This is an optimization exercise on Yosys and OpenROAD, whose aim is small area, not a production implementation. Where RTL was checked, it was by simulation tests only, not by an equivalence proof against the original. No activity file was given, so power comes from the tool's default toggle rates.

exp/xenon:
Design bmp_stream_deframer, start of the top module:
module bmp_stream_deframer (
  input  logic               clk,
  input  logic               rst,
  input  logic               in_valid,
  output logic               in_ready,
  input  logic [7:0]         data_byte,
  input  logic               end_of_stream,
  output logic               out_valid,
  input  logic               out_ready,
  output logic [1:0]         result_kind,
  output logic [7:0]         pixel_byte,
  output logic               row_end,
  output logic               image_end,
  output logic signed [31:0] image_width,
  output logic signed [31:0] image_height,
  output logic [15:0]        pixel_bits,
  output logic [31:0]        pixel_data_offset,
  output logic [1:0]         error_code
);
Size in the first run: ~140 I/O pins.
Settings: LEC_CHECK=0, CAP_MARGIN=20, CORE_MARGIN=2, CORE_UTILIZATION=70, CTS_BUF_LIST=sky130_fd_sc_hd__clkbuf_4, PLACE_DENSITY=0.8, SLEW_MARGIN=20; clock period 7.0 ns.
standard.sh (not shown) runs the stock make flow with config.mk's settings and CLKGATE_MAP_FILE= SYNTH_SCRIPT=/design/flow/synth_recipe.tcl, a recipe that flattens the netlist after the stock synthesis.
==> flow/flow/run.sh <==
#!/bin/bash
# Layout flow: the standard synthesis, then an area-oriented re-mapping of the
# combinational logic only (every register instance is kept as synthesis made it, with
# its name and cell type), then the standard layout with buf_1 port buffers.
# Each tool's full output is kept in a log file in this folder (and ORFS's own logs
# under orfs/logs).
set -euo pipefail
HERE=$(pwd)
RES=$HERE/orfs/results/$FLOW_PLATFORM/bmp_stream_deframer/base
LOGS=$HERE/orfs/logs/$FLOW_PLATFORM/bmp_stream_deframer/base

# 1. standard synthesis
bash standard.sh synth > standard_synth.log 2>&1

# 2. re-map the combinational logic for area
cp "$RES/1_2_yosys.v" "$HERE/synth_standard.v"
export REMAP_IN=$HERE/synth_standard.v
export REMAP_OUT=$HERE/synth_remap.v
export REMAP_LIB=$FLOW_HOME/platforms/$FLOW_PLATFORM/lib/sky130_fd_sc_hd__tt_025C_1v80.lib
export REMAP_ABC=$HERE/flow/remap.abc
export REMAP_DONT_USE="$(grep -o -- '-dont_use [A-Za-z0-9_]*' "$LOGS/1_2_yosys.log" | sort -u | tr '\n' ' ')"
export REMAP_SEQ="$(grep -o 'sky130_fd_sc_hd__[a-z0-9_]*' "$REMAP_IN" | sort -u | grep -E '__(e?s?df|dl|sdl)' | tr '\n' ' ')"
yosys -c flow/remap.tcl > remap_yosys.log 2>&1
cp "$REMAP_OUT" "$RES/1_2_yosys.v"
touch "$RES/1_2_yosys.v"

# 3. standard layout from the re-mapped netlist, small port buffers
export BUFFER_PORTS_ARGS="-buffer_cell sky130_fd_sc_hd__buf_1"
bash standard.sh > standard.log 2>&1
==> flow/flow/remap.abc <==
strash
&get -n
&st
&syn2
&dch -f
&nf -a -R 1000
&put
==> flow/flow/remap.tcl <==
yosys read_liberty -ignore_miss_func $::env(REMAP_LIB)
yosys read_verilog $::env(REMAP_IN)
yosys hierarchy -top $::env(FLOW_TOP)
foreach c $::env(REMAP_SEQ) { yosys setattr -mod -set keep_hierarchy 1 $c }
yosys flatten
yosys opt_clean -purge
yosys abc -liberty $::env(REMAP_LIB) {*}$::env(REMAP_DONT_USE) -script $::env(REMAP_ABC)
yosys opt_clean -purge
yosys stat -liberty $::env(REMAP_LIB)
yosys select $::env(FLOW_TOP)
yosys write_verilog -noattr -selected $::env(REMAP_OUT)
5_1_grt: exp/xenon exited with error
Inputs modified between exp/xenon and exp/fjord:
==> flow/flow/remap.abc <==
strash
&get -n
&st
&syn2
&dch -f
&nf -R 20
&put
-- flow/config.mk --
<<< exp/xenon, line 9
export CORE_MARGIN = 2
export CORE_UTILIZATION = 70
export CTS_BUF_LIST = sky130_fd_sc_hd__clkbuf_4
export PLACE_DENSITY = 0.8
export SLEW_MARGIN = 20
>>> exp/fjord, line 9
export CORE_MARGIN = 2
export CORE_UTILIZATION = 55
export CTS_BUF_LIST = sky130_fd_sc_hd__clkbuf_4
export PLACE_DENSITY = 0.7
export SLEW_MARGIN = 20
==> summary.txt <==
exp/fjord completed every stage of the flow, and the final layout passed the timing, design-rule and antenna checks. Post-place setup slack ends up lower on exp/xenon. Compared to exp/xenon, exp/fjord has buffer count from post-CTS setup fixing 16 lower. Lower global placer's final weighted congestion goes to exp/fjord over exp/xenon. From exp/xenon to exp/fjord the numbers moved as follows: post-synthesis cell count now smaller, number of buffers inserted during clock tree synthesis comparable, synthesized area climbed about 0.65%.
Input changes introduced in exp/amber (baseline for comparison: exp/fjord):
==> flow/flow/remap.abc <==
strash
&get -n
&st
&syn2
&dch -f
&nf -a -R 1000
&put
-- flow/config.mk --
<<< exp/fjord, line 9
export CORE_MARGIN = 2
export CORE_UTILIZATION = 55
export CTS_BUF_LIST = sky130_fd_sc_hd__clkbuf_4
export PLACE_DENSITY = 0.7
export SLEW_MARGIN = 20
>>> exp/amber, line 9
export CORE_MARGIN = 2
export CORE_UTILIZATION = 60
export CTS_BUF_LIST = sky130_fd_sc_hd__clkbuf_4
export PLACE_DENSITY = 0.75
export SLEW_MARGIN = 20
--- outcome ---
exp/amber vs exp/fjord, power went up by 6.4%.
Lower clock-buffer cell count was reported by exp/fjord, not exp/amber.
Launching element of the worst setup path = hgt_q[0]: exp/amber; launching element of the worst setup path = hidx[0]: exp/fjord
Run comparison: exp/fjord commonest non-fill, non-tap cell in the layout sky130_fd_sc_hd__buf_1; exp/amber commonest non-fill, non-tap cell in the layout sky130_fd_sc_hd__edfxtp_1
| instance count of the mapped netlist | exp/amber vs exp/fjord | about 0.9% higher |
Finished, but not clean: exp/amber, with setup timing.
Per the final summary, exp/fjord finished and its layout is clean on timing, DRC and antenna.
Going from exp/fjord to exp/amber, clock-cell share of area now sits at about the same level; count of inserted antenna diode cells now sits higher; total length of routed met2 wires now sits higher; areal power density over the cells now sits lower; synthesized area per cell now sits lower.
Across both runs, setup slack was lower for exp/amber than for exp/fjord.
No functional check of the RTL was part of any run of this note.

* * *

Another version of the RTL of bmp_stream_deframer (not shown whole).
Size in the first run: about 690 cells after synthesis, roughly 140 I/O pins.
## bmp_stream_deframer
module bmp_stream_deframer (
  input  logic               clk,
  input  logic               rst,
  input  logic               in_valid,
  output logic               in_ready,
  input  logic [7:0]         data_byte,
  input  logic               end_of_stream,
  output logic               out_valid,
  input  logic               out_ready,
  output logic [1:0]         result_kind,
  output logic [7:0]         pixel_byte,
  output logic               row_end,
  output logic               image_end,
  output logic signed [31:0] image_width,
  output logic signed [31:0] image_height,
  output logic [15:0]        pixel_bits,
  output logic [31:0]        pixel_data_offset,
  output logic [1:0]         error_code
);
Settings: LEC_CHECK=0, CAP_MARGIN=20, CORE_MARGIN=2, CORE_UTILIZATION=55, PLACE_DENSITY=0.7, SLEW_MARGIN=20; clock period 7.0 ns.
==> flow/flow/run.sh <==
#!/bin/bash
# Layout flow: the standard synthesis, then an area-oriented re-mapping of the
# combinational logic only (every register instance is kept as synthesis made it, with
# its name and cell type), then the standard layout with buf_1 port buffers and a clock tree
# without dummy loads.
# Each tool's full output is kept in a log file in this folder (and ORFS's own logs
# under orfs/logs).
set -euo pipefail
HERE=$(pwd)
RES=$HERE/orfs/results/$FLOW_PLATFORM/bmp_stream_deframer/base
LOGS=$HERE/orfs/logs/$FLOW_PLATFORM/bmp_stream_deframer/base

# 1. standard synthesis
bash standard.sh synth > standard_synth.log 2>&1

# 2. re-map the combinational logic for area
cp "$RES/1_2_yosys.v" "$HERE/synth_standard.v"
export REMAP_IN=$HERE/synth_standard.v
export REMAP_OUT=$HERE/synth_remap.v
export REMAP_LIB=$FLOW_HOME/platforms/$FLOW_PLATFORM/lib/sky130_fd_sc_hd__tt_025C_1v80.lib
export REMAP_ABC_DIR=$HERE/flow/abc
export REMAP_DONT_USE="$(grep -o -- '-dont_use [A-Za-z0-9_]*' "$LOGS/1_2_yosys.log" | sort -u | tr '\n' ' ')"
export REMAP_SEQ="$(grep -o 'sky130_fd_sc_hd__[a-z0-9_]*' "$REMAP_IN" | sort -u | grep -E '__(e?s?df|dl|sdl)' | tr '\n' ' ')"
yosys -c flow/remap.tcl > remap_yosys.log 2>&1
cp "$REMAP_OUT" "$RES/1_2_yosys.v"
touch "$RES/1_2_yosys.v"

# 3. standard layout from the re-mapped netlist, small port buffers
export BUFFER_PORTS_ARGS="-buffer_cell sky130_fd_sc_hd__buf_1"
# clock tree: ORFS's own arguments, plus those in flow/cts_args (no dummy loads)
export CTS_ARGS="-sink_clustering_enable -repair_clock_nets $(cat flow/cts_args)"
bash standard.sh > standard.log 2>&1
==> flow/flow/cts_args <==
-buf_list sky130_fd_sc_hd__clkbuf_2 sky130_fd_sc_hd__clkbuf_4 -dont_use_dummy_load
Other scripts of this flow, unchanged in this note and not shown: flow/flow/abc/s1.abc, flow/flow/abc/s2.abc, flow/flow/abc/s3.abc, flow/flow/abc/s4.abc, flow/flow/abc/s5.abc, flow/flow/abc/s6.abc, flow/flow/abc/s7.abc, flow/flow/remap.tcl
The starting point ended with an error in clock tree synthesis on STA-0564.
Then changed:
==> flow/flow/cts_args (replaced) <==
-buf_list sky130_fd_sc_hd__clkbuf_4 -dont_use_dummy_load
The changed run completed with no timing, DRC or antenna violations; synthesized cell count is unchanged; area after synthesis does not change.

* * *

The RTL this note starts from:
==> flow/design.v <==
`timescale 1ns / 1ps
module bmp_stream_deframer (
  input  logic               clk,
  input  logic               rst,
  input  logic               in_valid,
  output logic               in_ready,
  input  logic [7:0]         data_byte,
  input  logic               end_of_stream,
  output logic               out_valid,
  input  logic               out_ready,
  output logic [1:0]         result_kind,
  output logic [7:0]         pixel_byte,
  output logic               row_end,
  output logic               image_end,
  output logic signed [31:0] image_width,
  output logic signed [31:0] image_height,
  output logic [15:0]        pixel_bits,
  output logic [31:0]        pixel_data_offset,
  output logic [1:0]         error_code
);
  localparam logic [5:0] ST_FIRST = 6'd10;
  localparam logic [5:0] ST_LAST  = 6'd63;
  localparam logic [5:0] ST_ROW   = 6'd0;
  localparam logic [5:0] ST_SKIP  = 6'd8;
  localparam logic [5:0] ST_WAIT  = 6'd9;
  logic [5:0]  st, st_next;
  logic [31:0] off_q;                 
  logic [31:0] wid_q;
  logic [31:0] hgt_q;                 
  logic [15:0] bpp_q;
  logic       yield, is_hdr, is_pix, is_err;
  logic [1:0] err;
  logic       res_row_end, res_image_end;
  logic       step;
  logic       off_load_w, off_dec, hgt_dec;
  logic [3:0] ld_off, ld_wid, ld_hgt;
  logic [1:0] ld_bpp;
  logic off_hi_zero, off_lt54, off_eq54, off_eq55;
  logic w_pos, h_pos, empty;
  logic last_row_byte, last_image;
  logic enter_row;
  logic in_header;
  assign off_hi_zero   = (off_q[31:6] == 26'd0);
  assign off_lt54      = off_hi_zero && (off_q[5:0] < 6'd54);
  assign off_eq54      = off_hi_zero && (off_q[5:0] == 6'd54);
  assign off_eq55      = off_hi_zero && (off_q[5:0] == 6'd55);
  assign w_pos         = !wid_q[31] && (wid_q[30:0] != 31'd0);
  assign h_pos         = !hgt_q[31] && (hgt_q[30:0] != 31'd0);
  assign empty         = !(w_pos && h_pos);
  logic in_row, in_pad, in_skip;
  assign in_header = (st >= ST_FIRST);
  assign in_row    = (st[5:2] == 4'd0);
  assign in_pad    = (st[5:2] == 4'd1);
  assign in_skip   = (st == ST_SKIP);
  always_comb begin
    for (int k = 0; k < 4; k++) begin
      ld_off[k] = (st == 6'd20 + 6'(k));
      ld_wid[k] = (st == 6'd28 + 6'(k));
      ld_hgt[k] = (st == 6'd32 + 6'(k));
    end
    for (int k = 0; k < 2; k++) begin
      ld_bpp[k] = (st == 6'd38 + 6'(k));
    end
  end
  assign last_row_byte = (off_q == 32'd1) && (st[1:0] == 2'd2);
  assign last_image    = last_row_byte && (hgt_q == 32'd1);
  always_comb begin
    st_next       = st;
    off_load_w    = 1'b0;
    off_dec       = 1'b0;
    hgt_dec       = 1'b0;
    yield         = 1'b0;
    is_hdr        = 1'b0;
    is_pix        = 1'b0;
    err           = 2'd0;
    res_row_end   = 1'b0;
    res_image_end = 1'b0;
    enter_row     = 1'b0;
    if (in_header) begin
      if ((st == 6'd10 && data_byte != 8'h42) || (st == 6'd11 && data_byte != 8'h4D)) begin
        yield   = 1'b1;
        err     = 2'd1;
        st_next = ST_WAIT;
      end else if (st != ST_LAST) begin
        st_next = st + 6'd1;
        if (end_of_stream) begin
          yield = 1'b1;
          err   = 2'd2;
        end
      end else if (off_lt54) begin
        yield   = 1'b1;
        err     = 2'd3;
        st_next = ST_WAIT;
      end else if (end_of_stream && !empty) begin
        yield = 1'b1;
        err   = 2'd2;
      end else begin
        yield         = 1'b1;
        is_hdr        = 1'b1;
        res_image_end = empty;
        if (empty) begin
          st_next = ST_WAIT;
        end else if (off_eq54) begin
          enter_row = 1'b1;
        end else begin
          st_next = ST_SKIP;
        end
      end
    end else if (in_skip) begin
      if (end_of_stream) begin
        yield = 1'b1;
        err   = 2'd2;
      end else if (off_eq55) begin
        enter_row = 1'b1;
      end else begin
        off_dec = 1'b1;
      end
    end else if (in_row) begin
      if (end_of_stream && !last_image) begin
        yield = 1'b1;
        err   = 2'd2;
      end else begin
        yield         = 1'b1;
        is_pix        = 1'b1;
        res_row_end   = last_row_byte;
        res_image_end = last_image;
      end
      if (last_row_byte) begin
        off_load_w = 1'b1;
        hgt_dec    = 1'b1;
        if (last_image) begin
          st_next = ST_WAIT;
        end else if (wid_q[1:0] != 2'd0) begin
          st_next = {4'd1, 2'd0 - wid_q[1:0]};
        end else begin
          st_next = ST_ROW;
        end
      end else if (st[1:0] == 2'd2) begin
        st_next = ST_ROW;
        off_dec = 1'b1;
      end else begin
        st_next = st + 6'd1;
      end
    end else if (in_pad) begin
      if (end_of_stream) begin
        yield = 1'b1;
        err   = 2'd2;
      end
      st_next = (st[1:0] == 2'd3) ? ST_ROW : st + 6'd1;
    end
    if (enter_row) begin
      off_load_w = 1'b1;
      st_next    = ST_ROW;
    end
    if (end_of_stream) begin
      st_next = ST_FIRST;
    end
  end
  assign is_err    = yield && !is_hdr && !is_pix;
  assign in_ready  = out_ready;
  assign step      = in_valid && out_ready;
  assign out_valid = step && yield;
  assign result_kind       = {is_err, is_hdr};
  assign pixel_byte        = is_pix ? data_byte : 8'd0;
  assign row_end           = res_row_end;
  assign image_end         = res_image_end;
  assign error_code        = is_err ? err : 2'd0;
  assign image_width       = is_hdr ? wid_q : 32'd0;
  assign image_height      = is_hdr ? hgt_q : 32'd0;
  assign pixel_bits        = is_hdr ? bpp_q : 16'd0;
  assign pixel_data_offset = is_hdr ? off_q : 32'd0;
  always_ff @(posedge clk) begin
    if (rst) begin
      st <= ST_FIRST;
    end else if (step) begin
      st <= st_next;
    end
  end
  logic [31:0] off_d, hgt_d;
  always_comb begin
    off_d = off_q - {31'd0, step && off_dec};
    if (step && off_load_w) off_d = wid_q;
    hgt_d = hgt_q - {31'd0, step && hgt_dec};
    for (int k = 0; k < 4; k++) begin
      if (step && ld_off[k]) off_d[8*k +: 8] = data_byte;
      if (step && ld_hgt[k]) hgt_d[8*k +: 8] = data_byte;
    end
  end
  always_ff @(posedge clk) begin
    off_q <= off_d;
    hgt_q <= hgt_d;
  end
  always_ff @(posedge clk) begin
    for (int k = 0; k < 4; k++) begin
      if (step && ld_wid[k]) wid_q[8*k +: 8] <= data_byte;
    end
    for (int k = 0; k < 2; k++) begin
      if (step && ld_bpp[k]) bpp_q[8*k +: 8] <= data_byte;
    end
  end
endmodule
clock: 7.0 ns
lec_check: 0
cap_margin: 20
core_margin: 2
core_utilization: 55
place_density: 0.7
slew_margin: 20
==> flow/flow/run.sh <==
#!/bin/bash
# Layout flow: the standard synthesis, then an area-oriented re-mapping of the
# combinational logic only (every register instance is kept as synthesis made it, with
# its name and cell type), then the standard layout with buf_1 port buffers and a clock tree
# without dummy loads.
# Each tool's full output is kept in a log file in this folder (and ORFS's own logs
# under orfs/logs).
set -euo pipefail
HERE=$(pwd)
RES=$HERE/orfs/results/$FLOW_PLATFORM/bmp_stream_deframer/base
LOGS=$HERE/orfs/logs/$FLOW_PLATFORM/bmp_stream_deframer/base

# 1. standard synthesis
bash standard.sh synth > standard_synth.log 2>&1

# 2. re-map the combinational logic for area
cp "$RES/1_2_yosys.v" "$HERE/synth_standard.v"
export REMAP_IN=$HERE/synth_standard.v
export REMAP_OUT=$HERE/synth_remap.v
export REMAP_LIB=$FLOW_HOME/platforms/$FLOW_PLATFORM/lib/sky130_fd_sc_hd__tt_025C_1v80.lib
export REMAP_ABC=$HERE/flow/remap.abc
export REMAP_DONT_USE="$(grep -o -- '-dont_use [A-Za-z0-9_]*' "$LOGS/1_2_yosys.log" | sort -u | tr '\n' ' ')"
export REMAP_SEQ="$(grep -o 'sky130_fd_sc_hd__[a-z0-9_]*' "$REMAP_IN" | sort -u | grep -E '__(e?s?df|dl|sdl)' | tr '\n' ' ')"
yosys -c flow/remap.tcl > remap_yosys.log 2>&1
cp "$REMAP_OUT" "$RES/1_2_yosys.v"
touch "$RES/1_2_yosys.v"

# 3. standard layout from the re-mapped netlist, small port buffers
export BUFFER_PORTS_ARGS="-buffer_cell sky130_fd_sc_hd__buf_1"
# clock tree: ORFS's own arguments, plus those in flow/cts_args (no dummy loads)
export CTS_ARGS="-sink_clustering_enable -repair_clock_nets $(cat flow/cts_args)"
bash standard.sh > standard.log 2>&1
==> flow/flow/cts_args <==
-buf_list sky130_fd_sc_hd__clkbuf_4 -dont_use_dummy_load
==> flow/flow/remap.abc <==
strash
&get -n
&st
&syn2
&dch -f
&nf -R 50
&put
Scripts as last shown in full above: flow/flow/remap.tcl
The starting point completed with no timing, DRC or antenna violations.
==> next run, changes <==
--- a/flow/flow/run.sh
+++ b/flow/flow/run.sh
@@ -20,3 +20,3 @@
 export REMAP_LIB=$FLOW_HOME/platforms/$FLOW_PLATFORM/lib/sky130_fd_sc_hd__tt_025C_1v80.lib
-export REMAP_ABC=$HERE/flow/remap.abc
+export REMAP_ABC_DIR=$HERE/flow/abc
 export REMAP_DONT_USE="$(grep -o -- '-dont_use [A-Za-z0-9_]*' "$LOGS/1_2_yosys.log" | sort -u | tr '\n' ' ')"
==> flow/flow/abc/s1.abc (new file) <==
strash
&get -n
&st
&syn2
&dch -f
&nf -R 50
&put
==> flow/flow/abc/s2.abc (new file) <==
strash
&get -n
&st
&dc2
&dch -f
&nf -R 50
&put
==> flow/flow/abc/s3.abc (new file) <==
strash
&get -n
&st
&syn3
&dch -f
&nf -R 50
&put
==> flow/flow/abc/s4.abc (new file) <==
strash
&get -n
&st
&dch -f
&nf -R 50
&put
==> flow/flow/abc/s5.abc (new file) <==
strash
&get -n
&st
&synch2
&dch -f
&nf -R 50
&put
==> flow/flow/abc/s6.abc (new file) <==
strash
&get -n
&st
&syn2
&syn2
&dch -f
&nf -R 50
&put
==> flow/flow/abc/s7.abc (new file) <==
strash
&get -n
&st
&b
&syn2
&dch -f
&nf -R 50
&put
--- a/flow/flow/remap.tcl
+++ b/flow/flow/remap.tcl
@@ -1 +1,4 @@
+# Re-map the combinational logic of the standard synthesis netlist for area. The register
+# instances are kept as they are (names and cell types). Several ABC scripts are tried
+# from the same starting point and the smallest result is kept.
 yosys read_liberty -ignore_miss_func $::env(REMAP_LIB)
@@ -6,3 +9,25 @@
 yosys opt_clean -purge
-yosys abc -liberty $::env(REMAP_LIB) {*}$::env(REMAP_DONT_USE) -script $::env(REMAP_ABC)
+yosys design -save base
+
+proc top_area {} {
+  set f $::env(REMAP_OUT).stat
+  yosys tee -q -o $f stat -liberty $::env(REMAP_LIB)
+  set fh [open $f]; set t [read $fh]; close $fh
+  regexp {Chip area for top module '[^']*': ([0-9.]+)} $t -> a
+  return $a
+}
+
+set best ""
+set best_area 1e30
+foreach scr [lsort [glob $::env(REMAP_ABC_DIR)/*.abc]] {
+  yosys design -load base
+  yosys abc -liberty $::env(REMAP_LIB) {*}$::env(REMAP_DONT_USE) -script $scr
+  yosys opt_clean -purge
+  set a [top_area]
+  puts "REMAP [file tail $scr] area $a"
+  if { $a < $best_area } { set best_area $a; set best $scr }
+}
+puts "REMAP best [file tail $best] area $best_area"
+yosys design -load base
+yosys abc -liberty $::env(REMAP_LIB) {*}$::env(REMAP_DONT_USE) -script $best
 yosys opt_clean -purge
removed: flow/flow/remap.abc
Effect:
- power fell by 9.0%
- register-to-register slack is better by 0.24 ns
- via count barely changes
- clock-buffer cell count is unchanged
- combinational power came out lower by 29%
- die area falls by 1.2%

-- what the ideal ports hide --
In the flow no input, the clock included, has a driving cell. The finished layouts below were timed again as built, in two steps. Step 1, drivers: a clkbuf_16 drives clk and a buf_2 each remaining input, both assumed. Step 2, shift: input delay + t, output delay - t, t = (earliest + latest rising clock arrival at the registers) / 2. This alone moves slack from input paths to output paths. a / b / c = ideal ports / drivers / drivers and shift; a / b = the first two.
run | t (ns) | slack for setup (ns) | worst setup path after step 2 | clock arrival spread, ns
exp/fjord | 0.567 | 1.236 / 1.203 / 1.756 | input to output | 0.018 / 0.017
exp/amber | 0.577 | -1.130 / -1.165 / -0.588 | register to output | 0.021 / 0.021
the second run of note 2 | 0.548 | 1.726 / 1.693 / 1.765 | input to output | 0.027 / 0.027
the first run of note 3 | 0.538 | 1.351 / 1.316 / 1.628 | input to output | 0.030 / 0.030
the second run of note 3 | 0.553 | 1.606 / 1.570 / 1.829 | input to output | 0.052 / 0.052
